This is an optimization exercise on Yosys and OpenROAD, whose aim is small area, a short achievable clock period and few clock cycles per item, not a production implementation. In this exercise RTL edits were held to simulation tests only and were not proved equivalent to the original. The flow treats the clock pin as an ideal source, which a real chip does not have. Power and IR drop assume default switching activity.

==> flow/design.v <==
`timescale 1ns/100ps
package mpeg_pkg;
	typedef logic [8-1:0] byte_t;
	typedef logic [16-1:0] key_t;
	typedef enum logic {
		run_misc  = 1'b0,
		run_video = 1'b1
	} run_class_e;
	typedef logic [7:0] run_len_t;
	typedef enum logic [1:0] {
		sc_idle,
		sc_zero,
		sc_zero_zero,
		sc_prefix
	} scan_state_e;
	typedef enum logic {
		join_idle,
		join_copy
	} join_state_e;
endpackage
`timescale 1ns/100ps
module lfsr_next #(
	parameter bit DEFAULT = 1'b0
) (
	input  logic cur,
	input  logic shifted,
	input  logic key,
	input  logic sel_key,
	input  logic sel_shift,
	input  logic sel_hold,
	input  logic force_one,
	output logic nx
);
	logic kept;
	assign kept = (sel_key & key) | (sel_shift & shifted) | (sel_hold & cur);
	if (DEFAULT)
		assign nx = kept | force_one;
	else
		assign nx = kept;
endmodule
`timescale 1ns/100ps
module mpeg_scrambler_top (
	input  logic            clk,
	input  logic            rst_n,
	input  mpeg_pkg::byte_t mpeg_in,
	input  logic            mpeg_in_en,
	input  logic            stream_end,
	input  mpeg_pkg::key_t  key_in,
	input  logic            key_en,
	output mpeg_pkg::byte_t mpeg_out,
	output logic            mpeg_out_en,
	output logic            mpeg_prog_full
);
	localparam logic [1:0] SC_IDLE = 2'b00;
	localparam logic [1:0] SC_ZERO = 2'b01;
	localparam logic [1:0] SC_ZERO_ZERO = 2'b11;
	localparam logic [1:0] SC_PREFIX = 2'b10;
	mpeg_pkg::key_t lfsr;
	logic step_d;
	logic load_default;
	logic key_bit;
	logic [1:0] state;
	logic [1:0] state_nx;
	logic video;
	logic video_nx;
	logic carries_sign;
	logic is_zero;
	logic is_one;
	logic is_slice;
	logic step;
	assign carries_sign = |mpeg_in[7:1];
	assign is_zero = ~carries_sign & ~mpeg_in[0];
	assign is_one = ~carries_sign & mpeg_in[0];
	assign is_slice = (mpeg_in >= 8'h01) && (mpeg_in <= 8'hAF);
	assign key_bit = load_default ? 16'hACE1 >> (16 - 1) : (step_d ? lfsr[14] : lfsr[15]);
	assign step = mpeg_in_en & video & carries_sign;
	assign mpeg_prog_full = 1'b0;
	always_comb begin
		state_nx = state;
		video_nx = video;
		case (state)
			SC_IDLE: state_nx = is_zero ? SC_ZERO : SC_IDLE;
			SC_ZERO: state_nx = is_zero ? SC_ZERO_ZERO : SC_IDLE;
			SC_ZERO_ZERO: state_nx = is_one ? SC_PREFIX : (is_zero ? SC_ZERO_ZERO : SC_IDLE);
			default: begin
				state_nx = SC_IDLE;
				video_nx = is_slice;
			end
		endcase
		if (stream_end) begin
			state_nx = SC_IDLE;
			video_nx = 1'b0;
		end
	end
	always_ff @(posedge clk) begin
		mpeg_out <= {mpeg_in[7:1], mpeg_in[0] ^ (video & carries_sign & key_bit)};
		mpeg_out_en <= mpeg_in_en & rst_n;
	end
	logic sel_key;
	logic sel_shift;
	logic sel_hold;
	logic force_one;
	mpeg_pkg::key_t lfsr_shifted;
	mpeg_pkg::key_t lfsr_nx;
	assign sel_key = key_en;
	assign sel_shift = ~key_en & ~load_default & step_d;
	assign sel_hold = ~key_en & ~load_default & ~step_d;
	assign force_one = ~key_en & load_default;
	assign lfsr_shifted = {lfsr[14:0], lfsr[15] ^ lfsr[13] ^ lfsr[12] ^ lfsr[10]};
	for (genvar i = 0; i < 16; i++) begin : g_lfsr
		lfsr_next #(.DEFAULT(16'hACE1 >> i & 1)) next (
			.cur(lfsr[i]),
			.shifted(lfsr_shifted[i]),
			.key(key_in[i]),
			.sel_key(sel_key),
			.sel_shift(sel_shift),
			.sel_hold(sel_hold),
			.force_one(force_one),
			.nx(lfsr_nx[i])
		);
	end
	always_ff @(posedge clk)
		lfsr <= lfsr_nx;
	always_ff @(posedge clk) begin
		if (!rst_n) begin
			step_d <= 1'b0;
			load_default <= 1'b1;
			state <= SC_IDLE;
			video <= 1'b0;
		end else begin
			step_d <= step & ~key_en;
			load_default <= key_en & (key_in == '0);
			if (mpeg_in_en) begin
				state <= state_nx;
				video <= video_nx;
			end
		end
	end
endmodule
==> flow/flow/run.sh <==
#!/bin/bash
# Standard ORFS layout with plain buf_1 cells as the port buffers (buffer_ports otherwise picks a
# delay buffer), a clock tree of clkbuf_4 cells without dummy loads, and the slow wide OR cells
# added to the platform's don't-use list (flow/dont_use.txt holds the platform's list and these),
# so that synthesis builds wide ORs from NOR and NAND gates. Make's full output goes to
# flow_make.log here.
set -euo pipefail
bash standard.sh "BUFFER_PORTS_ARGS=-buffer_cell sky130_fd_sc_hd__buf_1" \
	"CTS_ARGS=-sink_clustering_enable -repair_clock_nets -dont_use_dummy_load -buf_list sky130_fd_sc_hd__clkbuf_4" \
	"DONT_USE_CELLS=$(cat flow/dont_use.txt)" \
	finish > flow_make.log 2>&1
==> flow/flow/dont_use.txt <==
sky130_fd_sc_hd__probe_p_8 sky130_fd_sc_hd__probec_p_8 sky130_fd_sc_hd__lpflow_bleeder_1 sky130_fd_sc_hd__lpflow_clkbufkapwr_1 sky130_fd_sc_hd__lpflow_clkbufkapwr_16 sky130_fd_sc_hd__lpflow_clkbufkapwr_2 sky130_fd_sc_hd__lpflow_clkbufkapwr_4 sky130_fd_sc_hd__lpflow_clkbufkapwr_8 sky130_fd_sc_hd__lpflow_clkinvkapwr_1 sky130_fd_sc_hd__lpflow_clkinvkapwr_16 sky130_fd_sc_hd__lpflow_clkinvkapwr_2 sky130_fd_sc_hd__lpflow_clkinvkapwr_4 sky130_fd_sc_hd__lpflow_clkinvkapwr_8 sky130_fd_sc_hd__lpflow_decapkapwr_12 sky130_fd_sc_hd__lpflow_decapkapwr_3 sky130_fd_sc_hd__lpflow_decapkapwr_4 sky130_fd_sc_hd__lpflow_decapkapwr_6 sky130_fd_sc_hd__lpflow_decapkapwr_8 sky130_fd_sc_hd__lpflow_inputiso0n_1 sky130_fd_sc_hd__lpflow_inputiso0p_1 sky130_fd_sc_hd__lpflow_inputiso1n_1 sky130_fd_sc_hd__lpflow_inputiso1p_1 sky130_fd_sc_hd__lpflow_inputisolatch_1 sky130_fd_sc_hd__lpflow_isobufsrc_1 sky130_fd_sc_hd__lpflow_isobufsrc_16 sky130_fd_sc_hd__lpflow_isobufsrc_2 sky130_fd_sc_hd__lpflow_isobufsrc_4 sky130_fd_sc_hd__lpflow_isobufsrc_8 sky130_fd_sc_hd__lpflow_isobufsrckapwr_16 sky130_fd_sc_hd__lpflow_lsbuf_lh_hl_isowell_tap_1 sky130_fd_sc_hd__lpflow_lsbuf_lh_hl_isowell_tap_2 sky130_fd_sc_hd__lpflow_lsbuf_lh_hl_isowell_tap_4 sky130_fd_sc_hd__lpflow_lsbuf_lh_isowell_4 sky130_fd_sc_hd__lpflow_lsbuf_lh_isowell_tap_1 sky130_fd_sc_hd__lpflow_lsbuf_lh_isowell_tap_2 sky130_fd_sc_hd__lpflow_lsbuf_lh_isowell_tap_4 sky130_fd_sc_hd__or4_1 sky130_fd_sc_hd__or4_2 sky130_fd_sc_hd__or4_4 sky130_fd_sc_hd__or4b_1 sky130_fd_sc_hd__or4b_2 sky130_fd_sc_hd__or4b_4 sky130_fd_sc_hd__or4bb_1 sky130_fd_sc_hd__or4bb_2 sky130_fd_sc_hd__or4bb_4 sky130_fd_sc_hd__or3_1 sky130_fd_sc_hd__or3_2 sky130_fd_sc_hd__or3_4 sky130_fd_sc_hd__or3b_1 sky130_fd_sc_hd__or3b_2 sky130_fd_sc_hd__or3b_4
==> flow/standard.sh <==
#!/bin/bash
# synth_recipe.tcl (not shown) runs the flow's synth.tcl, then flattens the netlist and writes it again
# the make line also repeats each setting of config.mk as NAME=value (left out here)
make -C /OpenROAD-flow-scripts/flow DESIGN_CONFIG=/design/flow/config.mk WORK_HOME=/design/flow/orfs CLKGATE_MAP_FILE= SYNTH_SCRIPT=/design/flow/synth_recipe.tcl "${@:-finish}"
==> flow/config.mk <==
export PLATFORM = sky130hd
export DESIGN_NAME = mpeg_scrambler_top
export DESIGN_NICKNAME = mpeg_scrambler_top
export VERILOG_FILES = /design/flow/design.v
export SDC_FILE = /design/flow/constraint.sdc
export NUM_CORES = 4
export LEC_CHECK = 0
export CAP_MARGIN = 20
export CORE_AREA = 2.5 2.5 58.5 58.5
export DIE_AREA = 0 0 61 61
export PLACE_DENSITY = 0.6
export SETUP_SLACK_MARGIN = 3.15
export SLEW_MARGIN = 20
export SYNTH_HIERARCHICAL = 1
==> flow/constraint.sdc <==
create_clock -name core_clock -period 5.0 [get_ports {clk}]
set_input_delay 1.0000 -clock core_clock [delete_from_list [all_inputs] [get_ports {clk}]]
set_output_delay 1.0000 -clock core_clock [all_outputs]
set_load 0.01 [all_outputs]
==> results of run 1 <==
[power groups by stage]
stage / clock network [W] / logic (W) / registers, W
floorplan: 0 / 0.0000266 / 0.000270
global placement: 0 / 0.0000485 / 0.000270
detailed placement: 0 / 0.0000498 / 0.000270
CTS: 0.000125 / 0.0000515 / 0.000265
global route: 0.000135 / 0.0000575 / 0.000267
finish: 0.000117 / 0.0000511 / 0.000265
[through the flow]
step / power (W) / hold WS [ps] / util [%]
after floorplan: 0.000296 / 428 / -
after global placement: 0.000318 / 448 / 43.4
after detailed placement: 0.000320 / 446 / 43.4
after CTS: 0.000441 / 458 / 46.0
after global routing: 0.000459 / 480 / 46.0
final: 0.000432 / 460 / 46.0
[placed cells by master, fill, tap and decap left out, drive strengths merged, types with 4 or more instances in the layout]
cell	count
dfxtp	30
a21oi	10
a222oi	8
clkbuf	5
buf	41
nand2	12
nor2b	4
inv	10
a22oi	8
[Yosys cell counts, drive strengths merged]
cell type  instances  area, um^2
conb               1        3.75
o221ai             1        8.76
o21ai              2        10.0
xnor2              3        26.3
mux2               1        11.3
a21oi             10        50.1
nand3              1        5.00
nand4              1        6.26
nor3b              2        15.0
nor3               3        15.0
nand4b             1        8.76
buf                1        7.51
xor2               1        8.76
nand2             12        47.6
nor4               3        33.8
a222oi             8        80.1
inv               10        37.5
o21a               1        7.51
o211ai             1        7.51
nor2               1        3.75
a22oi              8        60.1
nor2b              4        25.0
nor4b              2        23.8
o41ai              1        8.76
dfxtp             30         601
[worst max path at each step]
stage                      from           to  slack (ps)  cells past startpoint
floorplan                key_en      lfsr[0]        3190                      3
global placement         key_en      lfsr[8]        2490                      4
detailed placement       key_en      lfsr[5]        2370                      4
CTS                 mpeg_out[2]  mpeg_out[2]        3190                      1
global route        mpeg_out[3]  mpeg_out[3]        3160                      1
finish              mpeg_out[2]  mpeg_out[2]        3220                      1
[sequential cells by signal, summed over array words and instances (netlist names)]
| signal | flops |
|---|---|
| mpeg_out_en | 1 |
| state | 2 |
| video | 1 |
| load_default | 1 |
| step_d | 1 |
| lfsr | 16 |
| mpeg_out | 8 |
[cells by family (layout without fill, tap and decap cells)]
logic type / count (synthesis) / count (layout) / share of synthesized area (%)
mux: 1 / 1 / 1.01
simple gates: 30 / 30 / 16.5
compound gates: 32 / 32 / 20.9
buf+inv: 11 / 56 / 4.05
xor+xnor: 4 / 4 / 3.15
flops: 30 / 30 / 54.0
other cells: 1 / 1 / 0.337
[per-layer routing]
layer,track usage (%),vias up
li1,-,501
met1,17.9,462
met2,22.6,19
met3,4.90,6
met4,9.32,0
met5,0,-
[area by class of cell]
type	count	area (um^2)
inverters	10	37.5
fillers	325	1640
repair buffers	41	173
multi-input cells	68	489
well taps	44	55.1
clock buffers	5	37.5
flip-flops and latches	30	601
[timing repair]
action	in CTS	in global routing
endpoints found under the setup margin	17	0
setup buffers	4	0
gates resized for setup	6	0
==> summary.md, run 1 <==
| Metric | Value |
|---|---|
| WP buf/inv | `1` |
| Critical setup path kind | `flop to output port` |
| Max cap viols | `0` |
| Peak supply drop | `0.104 mV` |
| Worst skew pair latency | `about 320 ps` |
| Die H | `a little over 60 um` |
| HP Start | `video` |
| Worst path cell trace | `buf_1` |
| Sequential share of power | `roughly 61%` |
| Worst hold path depth | `2` |
| Leakage | `0.545 nW` |
| R2R setup slack | `3730 ps` |
| Crit. End Element | `output port` |
| RePlAce Congestion | `0.752` |
| Final layout net count | `185` |
| Overall Global Routing Usage | `between 10% and 20%` |
| Post-Place Cells | `189` |
| Clk root buf | `clkbuf_4` |
| Post-Synthesis Cells | `around 110` |
| Switching part of the total power | `24.7%` |
| Area Overhead vs Synth | `25.2%` |
| Register area share after synthesis | `54.0%` |
| Share of post-route cells with drive strength above 1 | `10.4%` |
| Final Max Slew Viols | `0` |
| Startpoint Class | `flop` |
| TritonCTS buffer count | `5` |
| Critical path fanouts, max | `1` |
| Antenna violations before repair | `0` |
| Initial drt markers | `73` |
| Met2 routed WL | `1.22 mm` |
| Max Used Layer | `met4` |
| Hold Vio Cnt, Final | `0` |
| Antenna diodes | `0` |
| Starting Density | `a little under two fifths` |
| Clock group share of total power | `27.0%` |
| Drt drc | `0` |
| Clk slew on worst S/H paths | `around 90 ps` |
| Comb pwr share | `11.8%` |
| WP data arrival | `780 ps` |
| Final period utilization | `between 30% and 40%` |
| Top Ports | `39` |
| Pwr Density | `311 nW/um^2` |
| Clock Path Buffers | `2` |
| PortBufs | `37` |
| Final Skew | `14.5 ps` |
| Max H-tree Level | `2` |
| CTS sink count | `30` |
| Syn Area/Cell | `10.2 um^2` |
| Reg2reg start | `load_default` |
| Avg WL per Cell | `12.4 um` |
| Reg2Reg Depth | `3` |
| Overall routed net length | `2.46 mm` |
| Status | `complete, no violations` |
| Full die area | `~3700 um^2` |
| Crit Reg-Reg Endpoint | `lfsr[15]` |
| First-pass GRT wire length | `3.89 mm` |
| Core area | `3030 um^2` |
| Final worst slack | `3220 ps` |
| YS warnings | `7` |
| Via count of the routed design | `slightly below 1000` |
| Max stage delay on crit path | `320 ps` |
| Fin Setup TNS | `0 ps` |
| Placed Area | `1320 um^2` |
| Worst Hold Class | `flop to flop` |
| Worst Tran Pin Value | `608 ps` |
| Critical path's top delay family | `flip-flops` |
| 1st-pass router iterations | `5` |
| Worst Hold Path EP | `step_d` |
| Synth cell types | `28` |
| Vias in the first global route | `886` |
| Fin crit period | `1780 ps` |
| Synth Cell Area | `1110 um^2` |
| Pint | `0.000326 W` |
| Cts hold-fix bufs | `0` |
| Row Count | `20` |
| Slew HR | `between 50% and 60%` |
| Critical Path Slowest Stage Cell | `dfxtp_1` |
| Worst EP required | `4000 ps` |
| GRT Residual Overflow | `0` |
| #FFs+latches synth | `30` |
| Antenna Nets Post-Route | `0` |
| Largest net degree at the start of global routing | `22` |
| Via density | `4.99` |
| Net Count, Synth | `138` |
| Worst slack, placed | `2370 ps` |
| Width of the die | `61 um` |
| Final non-filler cell total | `198` |
| Setup violators final | `0` |
| Post-detail-place hpwl | `1.80 mm` |
| WL met3 | `124 um` |
| Final Cell Area | `approximately 1400 um^2` |
| CTS tree | `built` |
| WL met1 | `1.07 mm` |
| Unrepaired setup endpoints after global routing | `false` |
| Max Clk Rate | `561 MHz` |
| P_sw | `~0.00011 W` |
Testbench counts, summed over its fixed seeds: cycles 173,216, bytes 173,208.
==> inputs of run 2 (changes only) <==
--- a/flow/config.mk
+++ b/flow/config.mk
@@ -8,7 +8,7 @@
 export CAP_MARGIN = 20
 export CORE_AREA = 2.5 2.5 58.5 58.5
 export DIE_AREA = 0 0 61 61
-export PLACE_DENSITY = 0.6
+export GPL_TIMING_DRIVEN = 0
 export SETUP_SLACK_MARGIN = 3.15
 export SLEW_MARGIN = 20
 export SYNTH_HIERARCHICAL = 1
==> summary.md, run 2 <==
| Metric | Value |
|---|---|
| Most common cell after layout, fill and taps aside | `buf_1 (unchanged)` |
| Placed Area | `1320 um^2 (about the same)` |
| Hold Vio Cnt, Final | `0 (unchanged)` |
| Crit. End Element | `output port (unchanged)` |
| Clock Path Buffers | `2 (unchanged)` |
| Register area share after synthesis | `54.0% (unchanged)` |
| Starting Density | `36.7% (unchanged)` |
| Largest net degree at the start of global routing | `22 (unchanged)` |
| Reg2reg start | `load_default (unchanged)` |
| Largest family of logic cells by synthesized area | `compound AO/OA/AOI/OAI gates (unchanged)` |
| Net Count, Synth | `138 (unchanged)` |
| Width of the die | `61 um (unchanged)` |
| Area Overhead vs Synth | `25.9% (was 25.2%)` |
| Core area | `3030 um^2 (unchanged)` |
| P_sw | `0.000110 W (was 0.000107 W)` |
| RePlAce Congestion | `0.733 (was 0.752)` |
| Simple-Gate Fraction of Synth Area | `16.5% (unchanged)` |
| Worst Hold Path EP | `step_d (unchanged)` |
| Area share of fa/ha/maj cells after synthesis | `0% (unchanged)` |
| Post-synth EDFFs | `0 (unchanged)` |
| Worst path cell trace | `buf_1 (unchanged)` |
| Unrepaired setup endpoints after global routing | `false (unchanged)` |
| Critical setup path kind | `flop to output port (unchanged)` |
| Fin crit period | `1790 ps (was 1780 ps)` |
| Synth async-reset ratio | `0% (unchanged)` |
| Top Ports | `39 (unchanged)` |
| Cts hold-fix bufs | `0 (unchanged)` |
| Die H | `61 um (unchanged)` |
| Overall Global Routing Usage | `14.9% (was 14.8%)` |
| Sequential share of power | `60.7% (was 61.2%)` |
| 1st-pass router iterations | `5 (unchanged)` |
| Clk slew on worst S/H paths | `90 ps (about the same)` |
| Largest Register | `lfsr (unchanged)` |
| Post-Synth XOR/XNOR Area | `3.15% (unchanged)` |
| Top cells by count, synth | `dfxtp_1 (30), nand2_1 (11), a21oi_1 (10), inv_1 (10) (unchanged)` |
| Critical path's top delay family | `flip-flops (unchanged)` |
| WP buf/inv | `1 (unchanged)` |
| Final period utilization | `35.8% (was 35.7%)` |
| Via density | `4.99 (about the same)` |
| Via count of the routed design | `994 (was 988)` |
| Leakage | `0.551 nW (was 0.545 nW)` |
| Initial drt markers | `82 (was 73)` |
| Max Clk Rate | `559 MHz (was 561 MHz)` |
| Post-detail-place hpwl | `1.75 mm (was 1.80 mm)` |
| CTS tree | `built (unchanged)` |
| Full die area | `3720 um^2 (unchanged)` |
| Final Cell Area | `1400 um^2 (was 1390 um^2)` |
| Switching part of the total power | `25.2% (was 24.7%)` |
| Antenna Nets Post-Route | `0 (unchanged)` |
| Most used DFF post-synth | `dfxtp_1 (unchanged)` |
| TritonCTS buffer count | `5 (unchanged)` |
| Comb pwr share | `11.9% (was 11.8%)` |
| Overall routed net length | `2.39 mm (was 2.46 mm)` |
| Final layout net count | `186 (was 185)` |
| Setup violators final | `0 (unchanged)` |
| Worst hold path depth | `2 (unchanged)` |
| Row Count | `20 (unchanged)` |
| Fin Setup TNS | `0 ps (unchanged)` |
| Top-area cell type share of the netlist area | `54.0% (unchanged)` |
| Synth Cell Area | `1110 um^2 (unchanged)` |
| Crit Reg-Reg Endpoint | `lfsr[11] (was lfsr[15])` |
| Antenna diodes | `0 (unchanged)` |
| HP Start | `video (unchanged)` |
| Max reg flops | `16 (unchanged)` |
| GRT Residual Overflow | `0 (unchanged)` |
| Max cap viols | `0 (unchanged)` |
| WP data arrival | `790 ps (was 780 ps)` |
| Slew HR | `60.6% (was 59.4%)` |
| Peak supply drop | `0.113 mV (was 0.104 mV)` |
| Pint | `0.000326 W (about the same)` |
| Worst Hold Class | `flop to flop (unchanged)` |
| Status | `complete, no violations (unchanged)` |
| YS warnings | `7 (unchanged)` |
| Final Skew | `20.0 ps (was 14.5 ps)` |
| Antenna violations before repair | `0 (unchanged)` |
| Leading cell types in the layout, fill and taps excluded | `buf_1 (36), dfxtp_1 (30), nand2_1 (11) (unchanged)` |
| Biggest registers after layout | `lfsr x16, mpeg_out x8, state x2 (unchanged)` |
| Synth area leaders | `dfxtp_1 (54%), a222oi_1 (7.2%), a22oi_1 (5.4%) (unchanged)` |
| Max H-tree Level | `2 (unchanged)` |
| Crit path depth | `1 (unchanged)` |
| Drt drc | `0 (unchanged)` |
| R2R setup slack | `3750 ps (was 3730 ps)` |
| Synth cell types | `28 (unchanged)` |
| Avg WL per Cell | `12.0 um (was 12.4 um)` |
| Mux cell area share after synthesis | `1.01% (unchanged)` |
| Area leader, netlist | `dfxtp_1 (unchanged)` |
| Synth Area in Compound Gates | `20.9% (unchanged)` |
| Vias in the first global route | `923 (was 886)` |
| Clk root buf | `clkbuf_4 (unchanged)` |
| Reg2Reg Depth | `3 (unchanged)` |
| Worst skew pair latency | `330 ps (was 320 ps)` |
| Critical Path Slowest Stage Cell | `dfxtp_1 (unchanged)` |
| #FFs+latches synth | `30 (unchanged)` |
| Worst Tran Pin Value | `590 ps (was 608 ps)` |
| Count leader, synth | `dfxtp_1 (unchanged)` |
| Max stage delay on crit path | `320 ps (about the same)` |
| Startpoint Class | `flop (unchanged)` |
| First-pass GRT wire length | `3.91 mm (was 3.89 mm)` |
| Critical path fanouts, max | `1 (unchanged)` |
| Final Max Slew Viols | `0 (unchanged)` |
| Syn Area/Cell | `10.2 um^2 (unchanged)` |
| Clock group share of total power | `27.5% (was 27.0%)` |
| Final Util | `46.2% (was 46.0%)` |
| CTS sink count | `30 (unchanged)` |
| Hold WS | `465 ps (was 460 ps)` |
| Worst EP required | `4000 ps (about the same)` |
| PortBufs | `37 (unchanged)` |
| Pwr Density | `311 nW/um^2 (about the same)` |
| Post-Synthesis Cells | `109 (unchanged)` |
| Share of post-route cells with drive strength above 1 | `11.0% (was 10.4%)` |
-- run 2: cell counts after synthesis --
Identical to the previous run, type by type.
-- run 2: timing repair --
action / 4_1_cts / 5_1_grt
pin swaps: 2 / 0
buffers inserted: 4 / 0
resized for setup: 5 / 1
setup endpoints to repair: 17 / 2
gates cloned: 0 / 0
-- run 2: metal layers --
layer  vias up  part of all wire, %  GRT usage (%)
met4         0                  2.1           10.2
met1       461                   44           18.4
met5         -                    0              0
li1        503                    -              -
met3         5                  5.5           4.48
met2        25                   48           22.1
-- run 2: power groups by stage --
stage | Clock [W] | Sequential (W) | Combinational, W
2_1_floorplan | 0 | 0.000270 | 0.0000266
3_3_place_gp | 0 | 0.000269 | 0.0000493
3_5_place_dp | 0 | 0.000270 | 0.0000504
4_1_cts | 0.000128 | 0.000264 | 0.0000519
5_1_grt | 0.000135 | 0.000266 | 0.0000584
6_report | 0.000120 | 0.000264 | 0.0000518
-- run 2: metrics by stage --
stage / setup WS (ps) / std cells / total power [W]
6_report: 3210 / 199 / 0.000436
3_3_place_gp: 2440 / 190 / 0.000319
4_1_cts: 3180 / 199 / 0.000444
2_1_floorplan: 3190 / 109 / 0.000296
5_1_grt: 3150 / 199 / 0.000460
3_5_place_dp: 2420 / 190 / 0.000320
-- run 2: worst max-delay path by stage --
stage                      startpoint     endpoint  slack [ps]
after floorplan                key_en      lfsr[0]        3190
after global placement         key_en     lfsr[11]        2440
after detailed placement       key_en     lfsr[10]        2420
after CTS                 mpeg_out[2]  mpeg_out[2]        3180
after global routing      mpeg_out[3]  mpeg_out[3]        3150
final                     mpeg_out[2]  mpeg_out[2]        3210
-- run 2: cells by family after synthesis --
family | Yosys count
AOI/OAI and AO/OA | 32
muxes | 1
other | 1
buffers and inverters | 11
DFF | 30
and+or+nand+nor | 30
xor gates and xnor gates | 4
-- run 2: layout make-up --
cell class	instances	area (um^2)
Multi-Input combinational cell	68	489
Clock buffer	5	37.5
Timing Repair Buffer	41	173
Buffer	1	7.51
Fill cell	311	1630
Tap cell	44	55.1
Sequential cell	30	601
Inverter	10	37.5
==> inputs of run 3 (changes only) <==
--- a/flow/config.mk
+++ b/flow/config.mk
@@ -8,7 +8,6 @@
 export CAP_MARGIN = 20
 export CORE_AREA = 2.5 2.5 58.5 58.5
 export DIE_AREA = 0 0 61 61
-export GPL_TIMING_DRIVEN = 0
 export SETUP_SLACK_MARGIN = 3.15
 export SLEW_MARGIN = 20
 export SYNTH_HIERARCHICAL = 1
==> summary.md, run 3 <==
| Metric | Value |
|---|---|
| Net Count, Synth | `138 (unchanged)` |
| Synth Cell Area | `1110 um^2 (unchanged)` |
| Crit. End Element | `output port (unchanged)` |
| Status | `complete, no violations (unchanged)` |
| WP buf/inv | `1 (unchanged)` |
| Clock Path Buffers | `2 (unchanged)` |
| Max cap viols | `0 (unchanged)` |
| Width of the die | `61 um (unchanged)` |
| Worst EP required | `4000 ps (about the same)` |
| Via density | `4.99 (about the same)` |
| Post-detail-place hpwl | `1.80 mm (was 1.75 mm)` |
| Placed Area | `1320 um^2 (about the same)` |
| Most used DFF post-synth | `dfxtp_1 (unchanged)` |
| Antenna diodes | `0 (unchanged)` |
| Cts hold-fix bufs | `0 (unchanged)` |
| Vias in the first global route | `886 (was 923)` |
| Synth cell types | `28 (unchanged)` |
| Overall routed net length | `2.46 mm (was 2.39 mm)` |
| Die H | `61 um (unchanged)` |
| Critical path's top delay family | `flip-flops (unchanged)` |
| Critical Path Slowest Stage Cell | `dfxtp_1 (unchanged)` |
| Critical path fanouts, max | `1 (unchanged)` |
| Core area | `3030 um^2 (unchanged)` |
| Share of post-route cells with drive strength above 1 | `10.4% (was 11.0%)` |
| CTS tree | `built (unchanged)` |
| Post-synth EDFFs | `0 (unchanged)` |
| First-pass GRT wire length | `3.89 mm (was 3.91 mm)` |
| Fin Setup TNS | `0 ps (unchanged)` |
| Drt drc | `0 (unchanged)` |
| TritonCTS buffer count | `5 (unchanged)` |
| Final Skew | `14.5 ps (was 20.0 ps)` |
| Largest Register | `lfsr (unchanged)` |
| Synth async-reset ratio | `0% (unchanged)` |
| Unrepaired setup endpoints after global routing | `false (unchanged)` |
| Worst skew pair latency | `320 ps (was 330 ps)` |
| Final period utilization | `35.7% (was 35.8%)` |
| Max stage delay on crit path | `320 ps (about the same)` |
| Critical setup path kind | `flop to output port (unchanged)` |
| Most common cell after layout, fill and taps aside | `buf_1 (unchanged)` |
| Worst Hold Class | `flop to flop (unchanged)` |
| Area leader, netlist | `dfxtp_1 (unchanged)` |
| Area Overhead vs Synth | `25.2% (was 25.9%)` |
| Clk slew on worst S/H paths | `90 ps (about the same)` |
| Register area share after synthesis | `54.0% (unchanged)` |
| #FFs+latches synth | `30 (unchanged)` |
| Synth area leaders | `dfxtp_1 (54%), a222oi_1 (7.2%), a22oi_1 (5.4%) (unchanged)` |
| Biggest registers after layout | `lfsr x16, mpeg_out x8, state x2 (unchanged)` |
| Initial drt markers | `73 (was 82)` |
| Final layout net count | `185 (was 186)` |
| Worst path cell trace | `buf_1 (unchanged)` |
| Overall Global Routing Usage | `14.8% (was 14.9%)` |
| Row Count | `20 (unchanged)` |
| Setup violators final | `0 (unchanged)` |
| 1st-pass router iterations | `5 (unchanged)` |
| Startpoint Class | `flop (unchanged)` |
| WP data arrival | `780 ps (was 790 ps)` |
| Count leader, synth | `dfxtp_1 (unchanged)` |
| Max reg flops | `16 (unchanged)` |
| Top-area cell type share of the netlist area | `54.0% (unchanged)` |
| Top cells by count, synth | `dfxtp_1 (30), nand2_1 (11), a21oi_1 (10), inv_1 (10) (unchanged)` |
| Top Ports | `39 (unchanged)` |
| Leakage | `0.545 nW (was 0.551 nW)` |
| Worst Tran Pin Value | `608 ps (was 590 ps)` |
| Max Clk Rate | `561 MHz (was 559 MHz)` |
| Antenna Nets Post-Route | `0 (unchanged)` |
| RePlAce Congestion | `0.752 (was 0.733)` |
| YS warnings | `7 (unchanged)` |
| Fin crit period | `1780 ps (was 1790 ps)` |
| Clk root buf | `clkbuf_4 (unchanged)` |
| Hold Vio Cnt, Final | `0 (unchanged)` |
| Max H-tree Level | `2 (unchanged)` |
| Via count of the routed design | `988 (was 994)` |
| Peak supply drop | `0.104 mV (was 0.113 mV)` |
| Leading cell types in the layout, fill and taps excluded | `buf_1 (36), dfxtp_1 (30), nand2_1 (11) (unchanged)` |
| Largest net degree at the start of global routing | `22 (unchanged)` |
| Full die area | `3720 um^2 (unchanged)` |
| Final Max Slew Viols | `0 (unchanged)` |
| Avg WL per Cell | `12.4 um (was 12.0 um)` |
| Slew HR | `59.4% (was 60.6%)` |
| Starting Density | `36.7% (unchanged)` |
| GRT Residual Overflow | `0 (unchanged)` |
| PortBufs | `37 (unchanged)` |
| Pwr Density | `311 nW/um^2 (about the same)` |
| Post-Synthesis Cells | `109 (unchanged)` |
| CTS sink count | `30 (unchanged)` |
| Final Cell Area | `1390 um^2 (was 1400 um^2)` |
| Syn Area/Cell | `10.2 um^2 (unchanged)` |
| Antenna violations before repair | `0 (unchanged)` |
[run 3: repair_timing]
action | in CTS | in global routing
setup buffers | 4 | 0
resized for setup | 6 | 0
endpoints found under the setup margin | 17 | 0
[run 3: layout make-up]
class                           count  area, um^2
Fill cell                         325        1640
Sequential cell                    30         601
Multi-Input combinational cell     68         489
Timing Repair Buffer               41         173
Tap cell                           44        55.1
Clock buffer                        5        37.5
Inverter                           10        37.5
[run 3: power breakdown]
part           switching [W]  internal (W)  total (W)
clock              0.0000697     0.0000468   0.000117
combinational      0.0000273     0.0000238  0.0000511
sequential        0.00000989      0.000255   0.000265
total               0.000107      0.000326   0.000432
[run 3: kinds of logic (layout without fill, tap and decap cells)]
logic type | count (synthesis) | in the layout | share of synthesized area (%)
compound gates | 32 | 32 | 20.9
mux | 1 | 1 | 1.01
flops | 30 | 30 | 54.0
xor+xnor | 4 | 4 | 3.15
other cells | 1 | 1 | 0.337
simple gates | 30 | 30 | 16.5
buf+inv | 11 | 56 | 4.05
[run 3: final timing paths]
check                                    to  depth (start not counted)  slack (ps)          from
worst min-delay path                 step_d                          2         460         video
worst min register to register       step_d                          2         460         video
worst max-delay path            mpeg_out[2]                          1        3220   mpeg_out[2]
worst max register to register     lfsr[15]                          3        3730  load_default
[run 3: metal layers]
metal	track usage (%)	vias up	part of all wire [%]
met4	9.32	0	2.1
met2	22.6	19	49
li1	-	501	-
met1	17.9	462	43
met5	0	-	0
met3	4.90	6	5.0
[run 3: metrics by stage]
step           hold WS (ps)  instances  total power, W  utilization, %  setup slack (ps)
3_3_place_gp            448        189        0.000318            43.4              2490
6_report                460        198        0.000432            46.0              3220
5_1_grt                 480        198        0.000459            46.0              3160
3_5_place_dp            446        189        0.000320            43.4              2370
2_1_floorplan           428        109        0.000296               -              3190
4_1_cts                 458        198        0.000441            46.0              3190
==> inputs of run 4 (changes only) <==
--- a/flow/flow/run.sh
+++ b/flow/flow/run.sh
@@ -6,6 +6,6 @@
 # flow_make.log here.
 set -euo pipefail
 bash standard.sh "BUFFER_PORTS_ARGS=-buffer_cell sky130_fd_sc_hd__buf_1" \
-	"CTS_ARGS=-sink_clustering_enable -repair_clock_nets -dont_use_dummy_load -buf_list sky130_fd_sc_hd__clkbuf_4" \
+	"CTS_ARGS=-repair_clock_nets -dont_use_dummy_load -buf_list sky130_fd_sc_hd__clkbuf_4" \
 	"DONT_USE_CELLS=$(cat flow/dont_use.txt)" \
 	finish > flow_make.log 2>&1
==> summary.md, run 4 <==
| Metric | Value |
|---|---|
| Via count of the routed design | `988 (unchanged)` |
| Status | `complete, no violations (unchanged)` |
| Max stage delay on crit path | `320 ps (about the same)` |
| Worst hold path depth | `2 (unchanged)` |
| Antenna violations before repair | `0 (unchanged)` |
| #FFs+latches synth | `30 (unchanged)` |
| Max Used Layer | `met4 (unchanged)` |
| Cts hold-fix bufs | `0 (unchanged)` |
| Largest net degree at the start of global routing | `22 (unchanged)` |
| Post-detail-place hpwl | `1.80 mm (unchanged)` |
| Core area | `3030 um^2 (unchanged)` |
| CTS sink count | `30 (unchanged)` |
| Leading cell types in the layout, fill and taps excluded | `buf_1 (36), dfxtp_1 (30), nand2_1 (11) (unchanged)` |
| Overall routed net length | `2.46 mm (unchanged)` |
| Leakage | `0.545 nW (unchanged)` |
| Starting Density | `36.7% (unchanged)` |
| Fin Setup TNS | `0 ps (unchanged)` |
| Top cells by count, synth | `dfxtp_1 (30), nand2_1 (11), a21oi_1 (10), inv_1 (10) (unchanged)` |
| RePlAce Congestion | `0.752 (unchanged)` |
| Area of the multi-input gates | `489 um^2 (unchanged)` |
| Worst skew pair latency | `320 ps (about the same)` |
| Flip-flop and latch area | `601 um^2 (unchanged)` |
| Final Max Slew Viols | `0 (unchanged)` |
| Via density | `4.99 (unchanged)` |
| Most common cell after layout, fill and taps aside | `buf_1 (unchanged)` |
| Final layout net count | `185 (unchanged)` |
| 1st-pass router iterations | `5 (unchanged)` |
| PortBufs | `37 (unchanged)` |
| WP data arrival | `780 ps (about the same)` |
| Pwr Density | `311 nW/um^2 (unchanged)` |
| Full die area | `3720 um^2 (unchanged)` |
| Clk slew on worst S/H paths | `90 ps (about the same)` |
| WL met3 | `124 um (unchanged)` |
| Crit path depth | `1 (unchanged)` |
| Synth area leaders | `dfxtp_1 (54%), a222oi_1 (7.2%), a22oi_1 (5.4%) (unchanged)` |
| Final Util | `46.0% (unchanged)` |
| Die H | `61 um (unchanged)` |
| Width of the die | `61 um (unchanged)` |
| Crit. End Element | `output port (unchanged)` |
| Synth Cell Area | `1110 um^2 (unchanged)` |
| Critical path's top delay family | `flip-flops (unchanged)` |
| Final Cell Area | `1390 um^2 (unchanged)` |
| Hold Vio Cnt, Final | `0 (unchanged)` |
| Worst EP required | `4000 ps (about the same)` |
| Critical Path Slowest Stage Cell | `dfxtp_1 (unchanged)` |
| Unrepaired setup endpoints after global routing | `false (unchanged)` |
| Peak supply drop | `0.104 mV (unchanged)` |
| Synth Area in Compound Gates | `20.9% (unchanged)` |
| Antenna diodes | `0 (unchanged)` |
| Top Ports | `39 (unchanged)` |
| Area share of fa/ha/maj cells after synthesis | `0% (unchanged)` |
| Row Count | `20 (unchanged)` |
| Fin crit period | `1780 ps (unchanged)` |
| Post-Synthesis Cells | `109 (unchanged)` |
| Vias in the first global route | `886 (unchanged)` |
| Largest family of logic cells by synthesized area | `compound AO/OA/AOI/OAI gates (unchanged)` |
| Share of post-route cells with drive strength above 1 | `10.4% (unchanged)` |
| Final period utilization | `35.7% (unchanged)` |
| Simple-Gate Fraction of Synth Area | `16.5% (unchanged)` |
| Final worst slack | `3220 ps (unchanged)` |
| Reg2Reg Depth | `3 (unchanged)` |
| Avg WL per Cell | `12.4 um (unchanged)` |
| WP buf/inv | `1 (unchanged)` |
| Comb pwr share | `11.8% (about the same)` |
| Pint | `0.000326 W (unchanged)` |
| Post-synth EDFFs | `0 (unchanged)` |
| CTS tree | `built (unchanged)` |
| Startpoint Class | `flop (unchanged)` |
| Clock group share of total power | `27.0% (about the same)` |
| Syn Area/Cell | `10.2 um^2 (unchanged)` |
| Top-area cell type share of the netlist area | `54.0% (unchanged)` |
| Clock Path Buffers | `2 (unchanged)` |
| Sequential share of power | `61.2% (about the same)` |
| Register area share after synthesis | `54.0% (unchanged)` |
| Net Count, Synth | `138 (unchanged)` |
| Initial drt markers | `73 (unchanged)` |
| Worst Tran Pin Value | `608 ps (unchanged)` |
| Drt drc | `0 (unchanged)` |
| Max H-tree Level | `2 (unchanged)` |
| Area leader, netlist | `dfxtp_1 (unchanged)` |
| Worst Hold Class | `flop to flop (unchanged)` |
| Critical setup path kind | `flop to output port (unchanged)` |
| TritonCTS buffer count | `5 (unchanged)` |
| Overall Global Routing Usage | `14.8% (unchanged)` |
| Max cap viols | `0 (unchanged)` |
| Worst slack, placed | `2370 ps (unchanged)` |
| Post-Synth XOR/XNOR Area | `3.15% (unchanged)` |
| Placed Area | `1320 um^2 (unchanged)` |
| Setup violators final | `0 (unchanged)` |
| First-pass GRT wire length | `3.89 mm (unchanged)` |
| Critical path fanouts, max | `1 (unchanged)` |
| Synth async-reset ratio | `0% (unchanged)` |
| Mux cell area share after synthesis | `1.01% (unchanged)` |
| YS warnings | `7 (unchanged)` |
| Largest Register | `lfsr (unchanged)` |
| Clk root buf | `clkbuf_4 (unchanged)` |
| Area Overhead vs Synth | `25.2% (unchanged)` |
| Count leader, synth | `dfxtp_1 (unchanged)` |
| Biggest registers after layout | `lfsr x16, mpeg_out x8, state x2 (unchanged)` |
| Fill count | `325 (unchanged)` |
| Slew HR | `59.4% (unchanged)` |
| Max reg flops | `16 (unchanged)` |
| Max Clk Rate | `561 MHz (unchanged)` |
| Final Skew | `14.5 ps (unchanged)` |
| GRT Residual Overflow | `0 (unchanged)` |
| Worst path cell trace | `buf_1 (unchanged)` |
| Switching part of the total power | `24.7% (unchanged)` |
| Antenna Nets Post-Route | `0 (unchanged)` |
| Most used DFF post-synth | `dfxtp_1 (unchanged)` |
| Met2 routed WL | `1.22 mm (unchanged)` |
| WL met1 | `1.07 mm (unchanged)` |
| Synth cell types | `28 (unchanged)` |
| P_sw | `0.000107 W (unchanged)` |
[run 4: metal layers]
layer / vias to the layer above / global-route usage, %
met5: - / 0
met4: 0 / 9.32
met3: 6 / 4.90
met2: 19 / 22.6
met1: 462 / 17.9
li1: 501 / -
[run 4: logic make-up after synthesis]
kind of cell,count (synthesis)
buffers and inverters,11
XOR/XNOR,4
AO/OA/AOI/OAI,32
flip-flops,30
multiplexers,1
AND/OR/NAND/NOR,30
other,1
[run 4: area by class of cell]
| class | count | share of cell area (%) |
|---|---|---|
| well taps | 44 | 3.95 |
| multi-input cells | 68 | 35.1 |
| flip-flops and latches | 30 | 43.1 |
| clock buffers | 5 | 2.70 |
| inverters | 10 | 2.70 |
| repair buffers | 41 | 12.4 |
[run 4: metrics by stage]
step	total power, W	hold WS, ps	std cells
floorplan	0.000296	428	109
global placement	0.000318	448	189
detailed placement	0.000320	446	189
CTS	0.000441	458	198
global route	0.000459	480	198
finish	0.000432	460	198
[run 4: repair_timing]
item	CTS	global route
hold endpoints to repair	0	0
resized for setup	6	0
buffers inserted	4	0
setup endpoints to repair	17	0
[run 4: power by group through the flow]
stage | combinational (W) | sequential [W] | clock, W
final | 0.0000511 | 0.000265 | 0.000117
after global routing | 0.0000575 | 0.000267 | 0.000135
after CTS | 0.0000515 | 0.000265 | 0.000125
after detailed placement | 0.0000498 | 0.000270 | 0
after global placement | 0.0000485 | 0.000270 | 0
after floorplan | 0.0000266 | 0.000270 | 0
[run 4: worst reg2reg max path, delay by kind of cell (launching register included)]
family	cells	cell delay [ps]
and+or+nand+nor	2	650
DFF	1	480
AOI/OAI and AO/OA	1	90
[run 4: path summary, 6_finish.rpt]
check                end          from  slack [ps]
max          mpeg_out[2]   mpeg_out[2]        3220
min               step_d         video         460
max reg2reg     lfsr[15]  load_default        3730
min reg2reg       step_d         video         460
==> inputs of run 5 (changes only) <==
==> flow/flow/run.sh (replaced) <==
#!/bin/bash
# Standard ORFS layout with plain buf_1 cells as the port buffers (buffer_ports otherwise picks a
# delay buffer), a clock tree without dummy loads, and the slow wide OR cells added to the
# platform's don't-use list (flow/dont_use.txt holds the platform's list and these), so that
# synthesis builds wide ORs from NOR and NAND gates. Make's full output goes to flow_make.log here.
set -euo pipefail
bash standard.sh "BUFFER_PORTS_ARGS=-buffer_cell sky130_fd_sc_hd__buf_1" \
	"CTS_ARGS=-sink_clustering_enable -repair_clock_nets -dont_use_dummy_load -buf_list {sky130_fd_sc_hd__clkbuf_8 sky130_fd_sc_hd__clkbuf_16}" \
	"DONT_USE_CELLS=$(cat flow/dont_use.txt)" \
	finish > flow_make.log 2>&1
--- a/flow/config.mk
+++ b/flow/config.mk
@@ -8,6 +8,6 @@
 export CAP_MARGIN = 20
 export CORE_AREA = 2.5 2.5 58.5 58.5
 export DIE_AREA = 0 0 61 61
-export SETUP_SLACK_MARGIN = 3.15
+export SETUP_SLACK_MARGIN = 3.25
 export SLEW_MARGIN = 20
 export SYNTH_HIERARCHICAL = 1
==> summary.md, run 5 <==
| Metric | Value |
|---|---|
| Status | `complete, no violations (unchanged)` |
| Max Clk Rate | `574 MHz (was 561 MHz)` |
| #FFs+latches synth | `30 (unchanged)` |
| Final layout net count | `186 (was 185)` |
| Worst path cell trace | `buf_8 > nor4_4 > nand2_2 > nor4b_2 > o21a_1 (was buf_1)` |
| Via density | `5.02 (was 4.99)` |
| CTS sink count | `30 (unchanged)` |
| Setup violators final | `0 (unchanged)` |
| Row Count | `20 (unchanged)` |
| Avg WL per Cell | `11.9 um (was 12.4 um)` |
| Post-Synthesis Cells | `109 (unchanged)` |
| Synth Cell Area | `1110 um^2 (unchanged)` |
| Clock Path Buffers | `2 (unchanged)` |
| Area leader, netlist | `dfxtp_1 (unchanged)` |
| Max reg flops | `16 (unchanged)` |
| Synth async-reset ratio | `0% (unchanged)` |
| Peak supply drop | `0.105 mV (was 0.104 mV)` |
| Post-detail-place hpwl | `1.76 mm (was 1.80 mm)` |
| Post-synth EDFFs | `0 (unchanged)` |
| Vias in the first global route | `900 (was 886)` |
| Fill count | `305 (was 325)` |
| TritonCTS buffer count | `5 (unchanged)` |
| Synth area leaders | `dfxtp_1 (54%), a222oi_1 (7.2%), a22oi_1 (5.4%) (unchanged)` |
| Overall Global Routing Usage | `14.2% (was 14.8%)` |
| Critical Path Slowest Stage Cell | `nor4_4 (was dfxtp_1)` |
| Final Skew | `18.8 ps (was 14.5 ps)` |
| Via count of the routed design | `998 (was 988)` |
| PortBufs | `37 (unchanged)` |
| Crit. End Element | `flop (was output port)` |
| Top cells by count, synth | `dfxtp_1 (30), nand2_1 (11), a21oi_1 (10), inv_1 (10) (unchanged)` |
| Critical path fanouts, max | `3 (was 1)` |
| WP data arrival | `1960 ps (was 780 ps)` |
| Biggest registers after layout | `lfsr x16, mpeg_out x8, state x2 (unchanged)` |
| Final Util | `49.2% (was 46.0%)` |
| Leading cell types in the layout, fill and taps excluded | `dfxtp_1 (30), buf_1 (25), nand2_1 (11) (was buf_1 (36), dfxtp_1 (30), nand2_1 (11))` |
| Clk slew on worst S/H paths | `60 ps (was 90 ps)` |
| First-pass GRT wire length | `3.75 mm (was 3.89 mm)` |
| Most used DFF post-synth | `dfxtp_1 (unchanged)` |
| Largest Register | `lfsr (unchanged)` |
| GRT Residual Overflow | `0 (unchanged)` |
| RePlAce Congestion | `0.741 (was 0.752)` |
| Antenna diodes | `0 (unchanged)` |
| Worst Hold Class | `flop to flop (unchanged)` |
| CTS tree | `built (unchanged)` |
| Max cap viols | `0 (unchanged)` |
| YS warnings | `7 (unchanged)` |
| Width of the die | `61 um (unchanged)` |
| Max stage delay on crit path | `310 ps (was 320 ps)` |
| Drt drc | `0 (unchanged)` |
| Max H-tree Level | `2 (unchanged)` |
| Area Overhead vs Synth | `34.0% (was 25.2%)` |
| 1st-pass router iterations | `4 (was 5)` |
| Slew HR | `63.4% (was 59.4%)` |
| Worst skew pair latency | `270 ps (was 320 ps)` |
| Starting Density | `36.7% (unchanged)` |
| Initial drt markers | `105 (was 73)` |
| Unrepaired setup endpoints after global routing | `true (was false)` |
| Count leader, synth | `dfxtp_1 (unchanged)` |
| Largest net degree at the start of global routing | `22 (unchanged)` |
| Top-area cell type share of the netlist area | `54.0% (unchanged)` |
| Share of post-route cells with drive strength above 1 | `19.4% (was 10.4%)` |
| Antenna Nets Post-Route | `0 (unchanged)` |
| Leakage | `0.606 nW (was 0.545 nW)` |
| Final period utilization | `34.8% (was 35.7%)` |
| Fin Setup TNS | `0 ps (unchanged)` |
| Pwr Density | `324 nW/um^2 (was 311 nW/um^2)` |
| Die H | `61 um (unchanged)` |
| Hold Vio Cnt, Final | `0 (unchanged)` |
| Core area | `3030 um^2 (unchanged)` |
| Antenna violations before repair | `0 (unchanged)` |
| Net Count, Synth | `138 (unchanged)` |
| Startpoint Class | `input pin (was flop)` |
| Fin crit period | `1740 ps (was 1780 ps)` |
| Critical setup path kind | `input pin to flop (was flop to output port)` |
| Synth cell types | `28 (unchanged)` |
| Final Max Slew Viols | `0 (unchanged)` |
| Overall routed net length | `2.38 mm (was 2.46 mm)` |
| Worst Tran Pin Value | `548 ps (was 608 ps)` |
| Top Ports | `39 (unchanged)` |
| Clk root buf | `clkbuf_8 (was clkbuf_4)` |
| Register area share after synthesis | `54.0% (unchanged)` |
| Worst EP required | `5220 ps (was 4000 ps)` |
| Most common cell after layout, fill and taps aside | `dfxtp_1 (was buf_1)` |
| Full die area | `3720 um^2 (unchanged)` |
| Syn Area/Cell | `10.2 um^2 (unchanged)` |
==> run 5: final cells by class <==
cell class              instances  area, um^2  share of cell area [%]
clock buffers                   5        68.8                    4.62
inverters                      10        37.5                    2.52
multi-input cells              68         502                    33.7
flip-flops and latches         30         601                    40.3
well taps                      44        55.1                    3.69
repair buffers                 42         226                    15.2
==> run 5: power breakdown <==
part	switching [W]	internal (W)	leakage [nW]	total (W)
combinational	0.0000284	0.0000271	0.319	0.0000555
sequential	0.00000942	0.000256	0.251	0.000265
clock	0.0000729	0.0000888	0.0359	0.000162
==> run 5: final timing paths <==
check                                   from        to  slack [ps]  cells after the start
worst max register to register  load_default  lfsr[13]        3800                      3
worst max-delay path              mpeg_in[4]  state[0]        3260                      5
worst min-delay path                   video    step_d         450                      2
worst min register to register         video    step_d         450                      2
==> run 5: cell families (layout without fill, tap and decap cells) <==
logic type	after synthesis	in the layout	synth area share, %
buffers and inverters	11	57	4.05
other	1	1	0.337
xor gates and xnor gates	4	4	3.15
AOI/OAI and AO/OA	32	32	20.9
muxes	1	1	1.01
DFF	30	30	54.0
and+or+nand+nor	30	30	16.5
==> run 5: stage by stage <==
stage / instances / hold WS [ps] / setup slack [ps] / power [W] / cell area (um^2)
final: 199 / 453 / 3260 / 0.000482 / 1490
after global routing: 199 / 472 / 3210 / 0.000509 / 1490
after CTS: 198 / 455 / 3250 / 0.000486 / 1440
after detailed placement: 189 / 445 / 2410 / 0.000320 / 1320
after global placement: 189 / 441 / 2550 / 0.000319 / 1320
after floorplan: 109 / 428 / 3200 / 0.000296 / 1130
==> run 5: metal layers <==
metal	track usage (%)	wire length [um]	vias up	share of wire, %
met1	16.3	1070	468	45
met5	0	0	-	0
met3	5.76	114	6	4.8
li1	-	-	502	-
met2	22.6	1140	22	48
met4	7.45	48	0	2.0
==> run 5: worst max-delay path, delay by kind of cell <==
kind | cells | cell delay, ps
buffers and inverters | 1 | 100
AOI/OAI and AO/OA | 1 | 150
and+or+nand+nor | 3 | 710
==> run 5: what timing repair did <==
item	in CTS	in global routing
buffers inserted	4	1
endpoints found under the setup margin	19	10
pin swaps	3	3
hold buffers	0	0
gates resized for setup	7	19
gates cloned	0	0
==> inputs of run 6 (changes only) <==
==> flow/flow/run.sh (replaced) <==
#!/bin/bash
# Standard ORFS layout with plain buf_1 cells as the port buffers (buffer_ports otherwise picks a
# delay buffer), a single clock buffer (flow/pre_cts.tcl) in place of the clock tree, and the slow
# wide OR cells added to the platform's don't-use list (flow/dont_use.txt holds the platform's
# list and these), so that synthesis builds wide ORs from NOR and NAND gates.
# Make's full output goes to flow_make.log here.
set -euo pipefail
bash standard.sh "BUFFER_PORTS_ARGS=-buffer_cell sky130_fd_sc_hd__buf_1" \
	"PRE_CTS_TCL=$(pwd)/flow/pre_cts.tcl" \
	"DONT_USE_CELLS=$(cat flow/dont_use.txt)" \
	finish > flow_make.log 2>&1
==> flow/flow/pre_cts.tcl (new file) <==
# One clock buffer, placed at the centre of the registers, drives every register: the design is
# small enough for a single clkbuf_16, and clock_tree_synthesis then leaves the buffered net as is.
set sx 0
set sy 0
set n 0
foreach inst [[ord::get_db_block] getInsts] {
  if { [[$inst getMaster] isSequential] } {
    lassign [$inst getLocation] x y
    set sx [expr { $sx + $x }]
    set sy [expr { $sy + $y }]
    incr n
  }
}
set cx [ord::dbu_to_microns [expr { $sx / $n }]]
set cy [ord::dbu_to_microns [expr { $sy / $n }]]
insert_buffer -buffer_cell sky130_fd_sc_hd__clkbuf_16 -net clk -buffer_name clkbuf_root \
  -location [list $cx $cy]
--- a/flow/config.mk
+++ b/flow/config.mk
@@ -8,6 +8,6 @@
 export CAP_MARGIN = 20
 export CORE_AREA = 2.5 2.5 58.5 58.5
 export DIE_AREA = 0 0 61 61
-export SETUP_SLACK_MARGIN = 3.25
+export SETUP_SLACK_MARGIN = 3.3
 export SLEW_MARGIN = 20
 export SYNTH_HIERARCHICAL = 1
==> summary.md, run 6 <==
| Metric | Value |
|---|---|
| Status | `complete, no violations (unchanged)` |
| Top-area cell type share of the netlist area | `54.0% (unchanged)` |
| Worst EP required | `5110 ps (was 5220 ps)` |
| Register area share after synthesis | `54.0% (unchanged)` |
| Die H | `61 um (unchanged)` |
| Max Clk Rate | `558 MHz (was 574 MHz)` |
| Final Skew | `1.56 ps (was 18.8 ps)` |
| Overall Global Routing Usage | `13.9% (was 14.2%)` |
| Post-detail-place hpwl | `1.74 mm (was 1.76 mm)` |
| Largest net degree at the start of global routing | `31 (was 22)` |
| Crit. End Element | `flop (unchanged)` |
| Overall routed net length | `2.68 mm (was 2.38 mm)` |
| Top cells by count, synth | `dfxtp_1 (30), nand2_1 (11), a21oi_1 (10), inv_1 (10) (unchanged)` |
| Peak supply drop | `0.160 mV (was 0.105 mV)` |
| Share of post-route cells with drive strength above 1 | `21.3% (was 19.4%)` |
| Critical path fanouts, max | `3 (unchanged)` |
| Antenna violations before repair | `0 (unchanged)` |
| Worst path cell trace | `buf_8 > nor4_4 > nand2_2 > buf_4 > o211ai_1 > xnor2_1 (was buf_8 > nor4_4 > nand2_2 > nor4b_2 > o21a_1)` |
| Final layout net count | `186 (unchanged)` |
| Clk slew on worst S/H paths | `110 ps (was 60 ps)` |
| Hold Vio Cnt, Final | `0 (unchanged)` |
| Post-synth EDFFs | `0 (unchanged)` |
| Area of the multi-input gates | `562 um^2 (was 502 um^2)` |
| Top Ports | `39 (unchanged)` |
| Biggest registers after layout | `lfsr x16, mpeg_out x8, state x2 (unchanged)` |
| Max cap viols | `0 (unchanged)` |
| Worst Hold Class | `flop to flop (unchanged)` |
| Pwr Density | `273 nW/um^2 (was 324 nW/um^2)` |
| Setup violators final | `0 (unchanged)` |
| 1st-pass router iterations | `4 (unchanged)` |
| Area Overhead vs Synth | `42.5% (was 34.0%)` |
| Row Count | `20 (unchanged)` |
| Final Util | `52.4% (was 49.2%)` |
| Critical Path Slowest Stage Cell | `nor4_4 (unchanged)` |
| Via count of the routed design | `1016 (was 998)` |
| Max reg flops | `16 (unchanged)` |
| Antenna diodes | `0 (unchanged)` |
| Synth async-reset ratio | `0% (unchanged)` |
| HP Start | `video (unchanged)` |
| Worst skew pair latency | `170 ps (was 270 ps)` |
| Synth cell types | `28 (unchanged)` |
| RePlAce Congestion | `0.741 (unchanged)` |
| Full die area | `3720 um^2 (unchanged)` |
| WP buf/inv | `2 (was 1)` |
| WP data arrival | `1900 ps (was 1960 ps)` |
| Leading cell types in the layout, fill and taps excluded | `buf_1 (34), dfxtp_1 (30), nand2_1 (11) (was dfxtp_1 (30), buf_1 (25), nand2_1 (11))` |
| Startpoint Class | `input pin (unchanged)` |
| Core area | `3030 um^2 (unchanged)` |
| Reg2Reg Depth | `4 (was 3)` |
| Drt drc | `0 (unchanged)` |
| Width of the die | `61 um (unchanged)` |
| YS warnings | `7 (unchanged)` |
| Starting Density | `36.7% (unchanged)` |
| Fin crit period | `1790 ps (was 1740 ps)` |
| Fin Setup TNS | `0 ps (unchanged)` |
| Critical path's top delay family | `simple AND/OR/NAND/NOR gates (unchanged)` |
| Via density | `5.11 (was 5.02)` |
| Leakage | `0.607 nW (was 0.606 nW)` |
| Count leader, synth | `dfxtp_1 (unchanged)` |
| Syn Area/Cell | `10.2 um^2 (unchanged)` |
| PortBufs | `37 (unchanged)` |
| Synth area leaders | `dfxtp_1 (54%), a222oi_1 (7.2%), a22oi_1 (5.4%) (unchanged)` |
| GRT Residual Overflow | `0 (unchanged)` |
| Critical setup path kind | `input pin to flop (unchanged)` |
| Flip-flop and latch area | `601 um^2 (unchanged)` |
| Final Total Pwr | `0.000432 W (was 0.000482 W)` |
| Reg2reg start | `load_default (unchanged)` |
| #FFs+latches synth | `30 (unchanged)` |
| Post-Synthesis Cells | `109 (unchanged)` |
| Initial drt markers | `111 (was 105)` |
| Fill count | `277 (was 305)` |
| First-pass GRT wire length | `4.04 mm (was 3.75 mm)` |
| Final period utilization | `35.9% (was 34.8%)` |
| Net Count, Synth | `138 (unchanged)` |
| Crit Reg-Reg Endpoint | `lfsr[8] (was lfsr[13])` |
| Vias in the first global route | `883 (was 900)` |
| Worst Hold Path EP | `step_d (unchanged)` |
| Synth Cell Area | `1110 um^2 (unchanged)` |
| Unrepaired setup endpoints after global routing | `true (unchanged)` |
| Area leader, netlist | `dfxtp_1 (unchanged)` |
| Final Max Slew Viols | `0 (unchanged)` |
| Worst hold path depth | `2 (unchanged)` |
| Avg WL per Cell | `13.5 um (was 11.9 um)` |
| Antenna Nets Post-Route | `0 (unchanged)` |
| Largest Register | `lfsr (unchanged)` |
| Most common cell after layout, fill and taps aside | `buf_1 (was dfxtp_1)` |
| Max stage delay on crit path | `310 ps (about the same)` |
| Most used DFF post-synth | `dfxtp_1 (unchanged)` |
| R2R setup slack | `3820 ps (was 3800 ps)` |
run 6: kinds of logic (layout without fill, tap and decap cells):
group,after synthesis,after routing,synth area share (%)
xor gates and xnor gates,4,4,3.15
AOI/OAI and AO/OA,32,32,20.9
DFF,30,30,54.0
other,1,1,0.337
and+or+nand+nor,30,30,16.5
buffers and inverters,11,57,4.05
muxes,1,1,1.01
run 6: timing repair:
action | CTS | global route
gates cloned | 2 | 0
resized for setup | 27 | 5
pin swaps | 28 | 7
endpoints found under the setup margin | 22 | 6
hold buffers | 0 | 0
buffers inserted | 7 | 0
run 6: area by class of cell, without the clock buffers:
cell class | instances | area share, %
inverter | 10 | 2.37
tap | 44 | 3.47
multi-input combinational | 68 | 35.4
timing repair buffer | 46 | 19.3
sequential | 30 | 37.9
run 6: report_power, final:
part           internal [W]  switching [W]  total [W]  leakage (nW)
registers          0.000255      0.0000113   0.000266         0.251
logic             0.0000357      0.0000327  0.0000684         0.344
clock network     0.0000373      0.0000604  0.0000977        0.0123
run 6: worst register-to-register path, delay by kind of cell, from the launching register on:
| family | cells | cell delay [ps] |
|---|---|---|
| DFF | 1 | 480 |
| AOI/OAI and AO/OA | 1 | 270 |
| buffers and inverters | 2 | 220 |
| and+or+nand+nor | 1 | 110 |
run 6: how the worst max path moves through the flow:
stage | start | endpoint | slack (ps) | cells past startpoint
6_report | mpeg_in[3] | mpeg_out[0] | 3210 | 6
5_1_grt | mpeg_in[3] | mpeg_out[0] | 3140 | 6
4_1_cts | mpeg_in[1] | state[0] | 2980 | 5
3_5_place_dp | key_en | load_default | 2400 | 4
3_3_place_gp | key_en | lfsr[2] | 2550 | 4
2_1_floorplan | mpeg_in[4] | state[0] | 3200 | 4
run 6: stage by stage:
step / instance area [um^2] / cells / hold WS [ps] / setup WS (ps)
6_report: 1590 / 199 / 456 / 3210
5_1_grt: 1590 / 199 / 475 / 3140
4_1_cts: 1560 / 199 / 443 / 2980
3_5_place_dp: 1320 / 189 / 441 / 2400
3_3_place_gp: 1320 / 189 / 441 / 2550
2_1_floorplan: 1130 / 109 / 428 / 3200
run 6: layer usage:
metal	wire, um	global-route usage (%)
met1	1200	19.3
met2	1360	24.7
met3	98	0.853
met4	27	1.24
met5	0	0
==> inputs of run 7 (changes only) <==
==> flow/flow/run.sh (replaced) <==
#!/bin/bash
# Standard ORFS layout with plain buf_1 cells as the port buffers (buffer_ports otherwise picks a
# delay buffer) and a clock tree without dummy loads. Make's full output goes to flow_make.log here.
set -euo pipefail
bash standard.sh "BUFFER_PORTS_ARGS=-buffer_cell sky130_fd_sc_hd__buf_1" \
	"CTS_ARGS=-sink_clustering_enable -repair_clock_nets -dont_use_dummy_load -buf_list sky130_fd_sc_hd__clkbuf_4" \
	finish > flow_make.log 2>&1
--- a/flow/config.mk
+++ b/flow/config.mk
@@ -8,6 +8,6 @@
 export CAP_MARGIN = 20
 export CORE_AREA = 2.5 2.5 58.5 58.5
 export DIE_AREA = 0 0 61 61
-export SETUP_SLACK_MARGIN = 3.3
+export SETUP_SLACK_MARGIN = 3.15
 export SLEW_MARGIN = 20
 export SYNTH_HIERARCHICAL = 1
removed: flow/flow/dont_use.txt
removed: flow/flow/pre_cts.tcl
==> summary.md, run 7 <==
| Metric | Value |
|---|---|
| Status | `complete, no violations (unchanged)` |
| Top-area cell type share of the netlist area | `54.0% (unchanged)` |
| Hold WS | `460 ps (was 456 ps)` |
| Row Count | `20 (unchanged)` |
| Die H | `61 um (unchanged)` |
| Final Max Slew Viols | `0 (unchanged)` |
| First-pass GRT wire length | `3.89 mm (was 4.04 mm)` |
| Starting Density | `36.7% (unchanged)` |
| TritonCTS buffer count | `5` |
| Overall Global Routing Usage | `14.8% (was 13.9%)` |
| Flip-flop and latch area | `601 um^2 (unchanged)` |
| Avg WL per Cell | `12.4 um (was 13.5 um)` |
| Synth Cell Area | `1110 um^2 (unchanged)` |
| RePlAce Congestion | `0.752 (was 0.741)` |
| Synth cell types | `28 (unchanged)` |
| Critical setup path kind | `flop to output port (was input pin to flop)` |
| Clk slew on worst S/H paths | `90 ps (was 110 ps)` |
| Hold Vio Cnt, Final | `0 (unchanged)` |
| Net Count, Synth | `138 (unchanged)` |
| Fill count | `325 (was 277)` |
| Reg2Reg Depth | `3 (was 4)` |
| Worst hold path depth | `2 (unchanged)` |
| Setup violators final | `0 (unchanged)` |
| CTS sink count | `30` |
| Pwr Density | `311 nW/um^2 (was 273 nW/um^2)` |
| Clock Path Buffers | `2` |
| YS warnings | `7 (unchanged)` |
| Overall routed net length | `2.46 mm (was 2.68 mm)` |
| Largest family of logic cells by synthesized area | `compound AO/OA/AOI/OAI gates (unchanged)` |
| Area of the multi-input gates | `489 um^2 (was 562 um^2)` |
| Post-Synthesis Cells | `109 (unchanged)` |
| Post-Synth XOR/XNOR Area | `3.15% (unchanged)` |
| #FFs+latches synth | `30 (unchanged)` |
| Full die area | `3720 um^2 (unchanged)` |
| Unrepaired setup endpoints after global routing | `false (was true)` |
| Drt drc | `0 (unchanged)` |
| Biggest registers after layout | `lfsr x16, mpeg_out x8, state x2 (unchanged)` |
| Largest Register | `lfsr (unchanged)` |
| Leading cell types in the layout, fill and taps excluded | `buf_1 (36), dfxtp_1 (30), nand2_1 (11) (was buf_1 (34), dfxtp_1 (30), nand2_1 (11))` |
| Synth async-reset ratio | `0% (unchanged)` |
| Antenna violations before repair | `0 (unchanged)` |
| Max reg flops | `16 (unchanged)` |
| Syn Area/Cell | `10.2 um^2 (unchanged)` |
| Core area | `3030 um^2 (unchanged)` |
| Fin crit period | `1780 ps (was 1790 ps)` |
| Max stage delay on crit path | `320 ps (was 310 ps)` |
| Area Overhead vs Synth | `25.2% (was 42.5%)` |
| Initial drt markers | `73 (was 111)` |
| Startpoint Class | `flop (was input pin)` |
| Leakage | `0.545 nW (was 0.607 nW)` |
| Antenna diodes | `0 (unchanged)` |
| Reg2reg start | `load_default (unchanged)` |
| HP Start | `video (unchanged)` |
| Critical Path Slowest Stage Cell | `dfxtp_1 (was nor4_4)` |
| Count leader, synth | `dfxtp_1 (unchanged)` |
| Max Clk Rate | `561 MHz (was 558 MHz)` |
| R2R setup slack | `3730 ps (was 3820 ps)` |
| WP data arrival | `780 ps (was 1900 ps)` |
| Crit. End Element | `output port (was flop)` |
| Worst Hold Class | `flop to flop (unchanged)` |
| CTS tree | `built` |
| Mux cell area share after synthesis | `1.01% (unchanged)` |
| Final Skew | `14.5 ps (was 1.56 ps)` |
| Vias in the first global route | `886 (was 883)` |
| Max cap viols | `0 (unchanged)` |
| WP buf/inv | `1 (was 2)` |
| GRT Residual Overflow | `0 (unchanged)` |
| Via count of the routed design | `988 (was 1016)` |
| Post-detail-place hpwl | `1.80 mm (was 1.74 mm)` |
| Most used DFF post-synth | `dfxtp_1 (unchanged)` |
| Synth Area in Compound Gates | `20.9% (unchanged)` |
run 7: changes by cell type in the layout (fill, tap and decap cells not counted), moves of 2 or more:
cell	delta
a22oi_1	+8
a22oi_2	-8
buf_1	+2
buf_16	-3
buf_6	-2
clkbuf_4	+5
nor4_1	+2
nor4_2	-2
run 7: layout make-up:
class	count	area share, %
timing repair buffer	41	12.4
inverter	10	2.70
multi-input combinational	68	35.1
tap	44	3.95
sequential	30	43.1
clock buffer	5	2.70
run 7: report_power, final:
group          internal [W]  total (W)  switching, W
clock             0.0000468   0.000117     0.0000697
combinational     0.0000238  0.0000511     0.0000273
sequential         0.000255   0.000265    0.00000989
total              0.000326   0.000432      0.000107
run 7: how the worst max path moves through the flow:
stage          depth (start not counted)  slack, ps        start           to
2_1_floorplan                          3       3190       key_en      lfsr[0]
3_3_place_gp                           4       2490       key_en      lfsr[8]
3_5_place_dp                           4       2370       key_en      lfsr[5]
4_1_cts                                1       3190  mpeg_out[2]  mpeg_out[2]
5_1_grt                                1       3160  mpeg_out[3]  mpeg_out[3]
6_report                               1       3220  mpeg_out[2]  mpeg_out[2]
run 7: cells by family after synthesis:
kind of cell | Yosys count
mux | 1
xor+xnor | 4
other cells | 1
compound gates | 32
buf+inv | 11
flops | 30
simple gates | 30
run 7: metal layers:
metal,track usage [%],part of all wire [%],up-vias
li1,-,-,501
met1,17.9,43,462
met2,22.6,49,19
met3,4.90,5.0,6
met4,9.32,2.1,0
met5,0,0,-
run 7: metrics by stage:
| step | utilization (%) | area (um^2) | total power (W) | cells | worst slack, ps |
|---|---|---|---|---|---|
| finish | 46.0 | 1390 | 0.000432 | 198 | 3220 |
| detailed placement | 43.4 | 1320 | 0.000320 | 189 | 2370 |
| global route | 46.0 | 1390 | 0.000459 | 198 | 3160 |
| CTS | 46.0 | 1390 | 0.000441 | 198 | 3190 |
| floorplan | - | 1130 | 0.000296 | 109 | 3190 |
| global placement | 43.4 | 1320 | 0.000318 | 189 | 2490 |
run 7: tightest hold or removal path: stages, from the launching register on:
cell and delay (ps):
dfxtp_1 330, nand2_1 60, nor3_1 30
run 7: repair_timing:
| item | CTS | global route |
|---|---|---|
| setup buffers | 4 | 0 |
| endpoints found under the setup margin | 17 | 0 |
| resized for setup | 6 | 0 |
| hold buffers | 0 | 0 |

[afterwards: timing with drivers on the ports]
Ports are ideal in the flow. The routed layouts listed here were re-timed in OpenROAD.
Step 1 (the two cells are an assumption about what drives the block):
set clk [get_ports {clk}]
set_driving_cell -lib_cell sky130_fd_sc_hd__clkbuf_16 $clk
set_driving_cell -lib_cell sky130_fd_sc_hd__buf_2 [delete_from_list [all_inputs] $clk]
Step 2 times the ports against the registers' clock, not the clock port: input delays grow and output delays shrink by t, the midpoint of the rising clock arrivals with the driver on.
Three values: ideal ports, drivers, drivers and shift; two values: the first two.
run | t (ns) | setup WS [ns] | worst hold slack (ns) | worst setup path at the end
run 1 | 0.331 | 3.216 / 3.195 / 2.940 | 0.460 / 0.460 / 0.460 | input to register
run 2 | 0.338 | 3.211 / 3.189 / 2.951 | 0.465 / 0.465 / 0.465 | input to register
run 3 | 0.331 | 3.216 / 3.195 / 2.940 | 0.460 / 0.460 / 0.460 | input to register
run 4 | 0.331 | 3.216 / 3.195 / 2.940 | 0.460 / 0.460 / 0.460 | input to register
run 5 | 0.287 | 3.259 / 3.245 / 2.957 | 0.453 / 0.453 / 0.453 | input to register
run 6 | 0.197 | 3.207 / 3.194 / 2.997 | 0.456 / 0.456 / 0.456 | input to register
run 7 | 0.331 | 3.216 / 3.195 / 2.940 | 0.460 / 0.460 / 0.460 | input to register
After both steps every run listed still meets setup and hold. For run 5, which loses most, drivers alone change the setup slack by -0.014 ns; drivers and shift together by -0.302 ns.
